From an optimization exercise on the open Yosys and OpenROAD flow, aimed at small area, a short achievable clock period and few clock cycles per item; shortcuts taken in it are not production practice.
Function was checked by simulation only, so behaviour that the tests miss may differ from the original.
Power figures rest on the tool's default switching activity, not on a simulated workload.

== quartz ==
Design procedural_wipe_blend, start of the top module:
module procedural_wipe_blend (
   input  logic        clock,
   input  logic        reset,
   input  logic        csr_valid,
   output logic        csr_ready,
   input  logic [2:0]  csr_index,
   input  logic [31:0] csr_data,
   input  logic        req_valid,
   output logic        req_ready,
   input  logic [11:0] req_pixel_x,
   input  logic [11:0] req_pixel_y,
   input  logic [7:0]  req_old_red,
   input  logic [7:0]  req_old_green,
   input  logic [7:0]  req_old_blue,
   input  logic [7:0]  req_new_red,
   input  logic [7:0]  req_new_green,
   input  logic [7:0]  req_new_blue,
   output logic        rsp_valid,
   input  logic        rsp_ready,
   output logic [7:0]  rsp_out_red,
   output logic [7:0]  rsp_out_green,
   output logic [7:0]  rsp_out_blue,
   output logic [8:0]  rsp_mix_weight
);
   assign csr_ready = 1'b1;
   logic [2:0]  cls;
   logic        use_y;
   logic [2:0]  shoh;
   logic [8:0]  r;
   logic [11:0] fw, fh;
  ...
clock: 7.0 ns
lec_check: 0
cap_margin: 20
core_margin: 2
core_utilization: 55
cts_buf_list: sky130_fd_sc_hd__clkbuf_8
cts_cluster_size: 25
setup_slack_margin: 3.2
slew_margin: 20
buffer_ports_args: -buffer_cell sky130_fd_sc_hd__buf_1
cts_args: -sink_clustering_enable -repair_clock_nets -sink_clustering_size 25 -buf_list sky130_fd_sc_hd__clkbuf_8 -dont_use_dummy_load
standard.sh (not shown) runs the stock make flow with config.mk's settings and CLKGATE_MAP_FILE= SYNTH_SCRIPT=/design/flow/synth_recipe.tcl, a recipe that flattens the netlist after the stock synthesis.
==> flow/flow/run.sh <==
#!/bin/bash
# Standard layout (the standard.sh), with the smallest buffer as the
# port buffer and no dummy clock loads.
set -e
echo 'export BUFFER_PORTS_ARGS = -buffer_cell sky130_fd_sc_hd__buf_1' >> config.mk
echo 'export CTS_ARGS = -sink_clustering_enable -repair_clock_nets -sink_clustering_size 25 -buf_list sky130_fd_sc_hd__clkbuf_8 -dont_use_dummy_load' >> config.mk
bash standard.sh > standard.log 2>&1
quartz closes out successfully: all stages finished, all timing, DRC and antenna checks passed.
Testbench counts of quartz, summed over its fixed seeds: cycles 17,177, items 16,384.
Inputs modified between quartz and juniper:
--- a/flow/config.mk
+++ b/flow/config.mk
@@ -10 +10 @@
-export CORE_UTILIZATION = 55
+export CORE_UTILIZATION = 68
@@ -13 +13 @@
-export SETUP_SLACK_MARGIN = 3.2
+export SETUP_SLACK_MARGIN = 3.3
Results
Going from quartz to juniper, the placed instance count was found to have gone down by 199. Relative to quartz, the placeable core area of juniper is lower by 15,000 µm². Going from quartz to juniper, overall power consumption now larger; routed wire length -about 2.6%; post-CTS setup buffer count grew by about 66%; count of antenna-violating nets left after detailed routing neither gained nor lost much; multi-input combinational cell count level. The final reports for juniper and quartz show worst slack on hold paths higher in the former. Compared with quartz, juniper shows height of the die that has gone down by a little under 10%.
The inputs of raven differ from those of juniper as listed below.
==> flow/flow/run.sh <==
#!/bin/bash
# Standard layout (the standard.sh), with the smallest buffer as the
# port buffer.
set -e
echo 'export BUFFER_PORTS_ARGS = -buffer_cell sky130_fd_sc_hd__buf_1' >> config.mk
bash standard.sh > standard.log 2>&1
--- a/flow/config.mk
+++ b/flow/config.mk
@@ -10 +10 @@
-export CORE_UTILIZATION = 68
+export CORE_UTILIZATION = 55
@@ -13 +13 @@
-export SETUP_SLACK_MARGIN = 3.3
+export SETUP_SLACK_MARGIN = 3.2
@@ -16 +15,0 @@
-export CTS_ARGS = -sink_clustering_enable -repair_clock_nets -sink_clustering_size 25 -buf_list sky130_fd_sc_hd__clkbuf_8 -dont_use_dummy_load
raven ran to completion and came out clean on the timing, design-rule and antenna checks.
Going from juniper to raven, the total power was found to have gone up by 3.0%.
Number of gates resized after cts delta for raven relative to juniper: 52% lower
Sort juniper and raven by via count of the first global-routing pass asc -> top: raven
Where wire length reported by the detailed router is concerned, juniper is better than raven.
Fraction of power consumed by combinational cells, juniper and raven, higher one = juniper.
Summary of raven over juniper: die area picked up an extra 23%; count of standard-cell rows saw an increase; data arrival time of the critical path picked up an extra 0.05 ns; sequential share of layout area fell by 0.36 points.
raven vs juniper, capture point of the worst path: s2[22] vs hs3[19]
--- input diff raven..xenon ---
==> flow/run.sh (new file) <==
#!/bin/bash
# synth_recipe.tcl (not shown) runs the flow's synth.tcl, then flattens the netlist and writes it again
# the make line also repeats each setting of config.mk as NAME=value (left out here)
make -C /OpenROAD-flow-scripts/flow DESIGN_CONFIG=/design/flow/config.mk WORK_HOME=/design/flow/orfs CLKGATE_MAP_FILE= SYNTH_SCRIPT=/design/flow/synth_recipe.tcl finish
--- a/flow/config.mk
+++ b/flow/config.mk
@@ -7,0 +8 @@
+export ABC_AREA = 1
@@ -13 +14 @@
-export SETUP_SLACK_MARGIN = 3.2
+export SETUP_SLACK_MARGIN = 3.0
@@ -15 +15,0 @@
-export BUFFER_PORTS_ARGS = -buffer_cell sky130_fd_sc_hd__buf_1
removed: flow/flow/run.sh
removed: flow/standard.sh
--- outcome ---
- Result: PASS for each of xenon and raven
- Compared with raven, xenon shows a higher net switching fraction of the power.
- Post-route fraction of the period consumed by the critical path was higher in xenon than in raven.
- xenon -> raven: leftover overflow at the end of global routing delta 0, exact match
- Final-layout clock buffer total (xenon / raven): 0.949
- xenon against raven: number of instances in the synthesized netlist higher, maximum number of pins on one net before global-route repair shrank by 11%.
- Compared to raven, xenon has global-route met1 utilization 6.0 points higher.
Input changes introduced in harbor (baseline for comparison: xenon):
==> flow/flow/run.sh (new file) <==
#!/bin/bash
# Standard layout (the standard.sh), with the smallest buffer as the
# port buffer and no dummy clock loads.
set -e
echo 'export BUFFER_PORTS_ARGS = -buffer_cell sky130_fd_sc_hd__buf_1' >> config.mk
echo 'export CTS_ARGS = -sink_clustering_enable -repair_clock_nets -sink_clustering_size 25 -buf_list sky130_fd_sc_hd__clkbuf_8 -dont_use_dummy_load' >> config.mk
bash standard.sh > standard.log 2>&1
==> flow/standard.sh (new file) <==
#!/bin/bash
# synth_recipe.tcl (not shown) runs the flow's synth.tcl, then flattens the netlist and writes it again
# the make line also repeats each setting of config.mk as NAME=value (left out here)
make -C /OpenROAD-flow-scripts/flow DESIGN_CONFIG=/design/flow/config.mk WORK_HOME=/design/flow/orfs CLKGATE_MAP_FILE= SYNTH_SCRIPT=/design/flow/synth_recipe.tcl "${@:-finish}"
--- a/flow/config.mk
+++ b/flow/config.mk
@@ -8 +7,0 @@
-export ABC_AREA = 1
@@ -11 +10 @@
-export CORE_UTILIZATION = 55
+export CORE_UTILIZATION = 75
@@ -14 +13 @@
-export SETUP_SLACK_MARGIN = 3.0
+export SETUP_SLACK_MARGIN = 3.4
@@ -15,0 +15,2 @@
+export BUFFER_PORTS_ARGS = -buffer_cell sky130_fd_sc_hd__buf_1
+export CTS_ARGS = -sink_clustering_enable -repair_clock_nets -sink_clustering_size 25 -buf_list sky130_fd_sc_hd__clkbuf_8 -dont_use_dummy_load
removed: flow/run.sh
--- outcome ---
harbor vs xenon: die outline area down by more than a quarter. Routed wire length on met3 came out higher on harbor than on xenon. In harbor relative to xenon, static leakage had gone down by a little under 10%. xenon reports its cell type of the slowest stage on the worst timing path as sky130_fd_sc_hd__edfxtp_1 while harbor reports sky130_fd_sc_hd__fa_1. The sequential share of layout area number comes out lower for xenon vs harbor.

Starting RTL as in the previous note.
Settings: LEC_CHECK=0, CAP_MARGIN=20, CORE_MARGIN=2, CORE_UTILIZATION=55, CTS_BUF_LIST=sky130_fd_sc_hd__clkbuf_8, CTS_CLUSTER_SIZE=25, SETUP_SLACK_MARGIN=3.4, SLEW_MARGIN=20, BUFFER_PORTS_ARGS=-buffer_cell sky130_fd_sc_hd__buf_1; clock period 7.0 ns.
==> flow/flow/run.sh <==
#!/bin/bash
# Standard layout (the standard.sh), with the smallest buffer as the
# port buffer.
set -e
echo 'export BUFFER_PORTS_ARGS = -buffer_cell sky130_fd_sc_hd__buf_1' >> config.mk
bash standard.sh > standard.log 2>&1
The first run ran to the end with no violations.
Testbench counts at the start, summed over its fixed seeds: cycles 17,177, items 16,384.
==> next run, changes <==
--- a/flow/flow/run.sh
+++ b/flow/flow/run.sh
@@ -5,2 +5,3 @@
 echo 'export BUFFER_PORTS_ARGS = -buffer_cell sky130_fd_sc_hd__buf_1' >> config.mk
+echo 'export CTS_ARGS = -sink_clustering_enable -repair_clock_nets -sink_clustering_size 25 -buf_list sky130_fd_sc_hd__clkbuf_8 -dont_use_dummy_load' >> config.mk
 bash standard.sh > standard.log 2>&1
--- a/flow/config.mk
+++ b/flow/config.mk
@@ -9,7 +9,8 @@
 export CORE_MARGIN = 2
-export CORE_UTILIZATION = 55
+export CORE_UTILIZATION = 68
 export CTS_BUF_LIST = sky130_fd_sc_hd__clkbuf_8
 export CTS_CLUSTER_SIZE = 25
-export SETUP_SLACK_MARGIN = 3.4
+export SETUP_SLACK_MARGIN = 3.3
 export SLEW_MARGIN = 20
 export BUFFER_PORTS_ARGS = -buffer_cell sky130_fd_sc_hd__buf_1
+export CTS_ARGS = -sink_clustering_enable -repair_clock_nets -sink_clustering_size 25 -buf_list sky130_fd_sc_hd__clkbuf_8 -dont_use_dummy_load
Die area goes down by about a fifth; non-clock buffer count went down by 87; utilization went up by 11 points; global-route usage is higher by 5.1 points; sequential share of layout area goes up by 1.4 points; worst setup slack loses 0.044 ns; maximum frequency goes down slightly; routed wire length shrinks by a few percent; sequential power barely changes.

Another version of the RTL of procedural_wipe_blend (not shown whole).
Size: roughly 4100 cells after synthesis, ~570 flip-flops, about 150 I/O pins, ~0.043 mm^2 of cells after synthesis.
Settings: LEC_CHECK=0, CAP_MARGIN=20, CORE_MARGIN=2, CORE_UTILIZATION=55, SETUP_SLACK_MARGIN=3.0, SLEW_MARGIN=20; clock period 7.0 ns.
run.sh (not shown) runs the stock make flow with config.mk's settings and CLKGATE_MAP_FILE= SYNTH_SCRIPT=/design/flow/synth_recipe.tcl, a recipe that flattens the netlist after the stock synthesis.
Stock flow here: none of the scripts above is used.
Testbench counts at the start, summed over its fixed seeds: cycles 17,177, items 16,384.
Next try:
- CTS_BUF_LIST: not set -> sky130_fd_sc_hd__clkbuf_4
- CTS_CLUSTER_SIZE: not set -> 20
=> The changed run finished with timing, DRC and antenna clean; maximum frequency goes down by 0.37%; sequential power barely changes; wire length goes up by 0.55%; synthesized area is unchanged; sequential share of layout area goes up by 0.27 points.
Next try:
- CTS_BUF_LIST: sky130_fd_sc_hd__clkbuf_4 -> sky130_fd_sc_hd__clkbuf_8
- CTS_CLUSTER_SIZE: 20 -> 25
- The new run passed the timing, design-rule and antenna checks
- power rose by 0.70%
- via count fell by 1.0%
- cell area hardly moves
- sequential power stays flat
- clock-buffer cell count fell by 125
- utilization hardly moves
- setup slack improves by 0.038 ns
- hold slack improves by 0.025 ns
- global-route usage hardly moves
- maximum frequency rose by about 1%
- routed wire length barely changes

-- port drivers added, routing unchanged --
The flow's constraints put no driver on any port. The routed layouts listed below were extracted and timed again, unchanged, in two steps. Step 1 (the two cells are an assumption about what drives the block):
set clk [get_ports {clock}]
set_driving_cell -lib_cell sky130_fd_sc_hd__clkbuf_16 $clk
set_driving_cell -lib_cell sky130_fd_sc_hd__buf_2 [delete_from_list [all_inputs] $clk]
Step 2 also shifts input and output timing later by t, the mid clock arrival at the registers, as if the neighbouring blocks saw the same clock. Slacks: ideal / step 1 / step 2; pairs: ideal / step 1.
run | shift t [ns] | setup WS [ns] | slew at the worst register clock pin (ns) | worst data-port slew with drivers (ns)
quartz | 0.756 | 3.226 / 3.226 / 3.226 | 0.06 / 0.06 | 0.10
juniper | 0.757 | 3.339 / 3.339 / 3.162 | 0.07 / 0.07 | 0.11
raven | 0.784 | 3.277 / 3.277 / 3.277 | 0.07 / 0.07 | 0.10
xenon | 0.780 | 3.028 / 3.028 / 3.028 | 0.07 / 0.07 | 0.07
harbor | 0.756 | 2.891 / 2.891 / 2.891 | 0.11 / 0.11 | 0.05
the first run of note 2 | 0.822 | 3.383 / 3.383 / 3.108 | 0.07 / 0.07 | 0.09
the second run of note 2 | 0.757 | 3.339 / 3.339 / 3.162 | 0.07 / 0.07 | 0.11
the first run of note 3 | 0.687 | 3.046 / 3.046 / 2.984 | 0.07 / 0.07 | 0.10
the second run of note 3 | 1.054 | 3.032 / 3.032 / 2.957 | 0.08 / 0.08 | 0.10
the third run of note 3 | 0.795 | 3.069 / 3.047 / 2.925 | 0.07 / 0.07 | 0.09
After both steps every run listed still meets setup and hold. For the first run of note 2, which loses most, drivers alone change the setup slack by 0.000 ns; drivers and shift together by -0.275 ns.
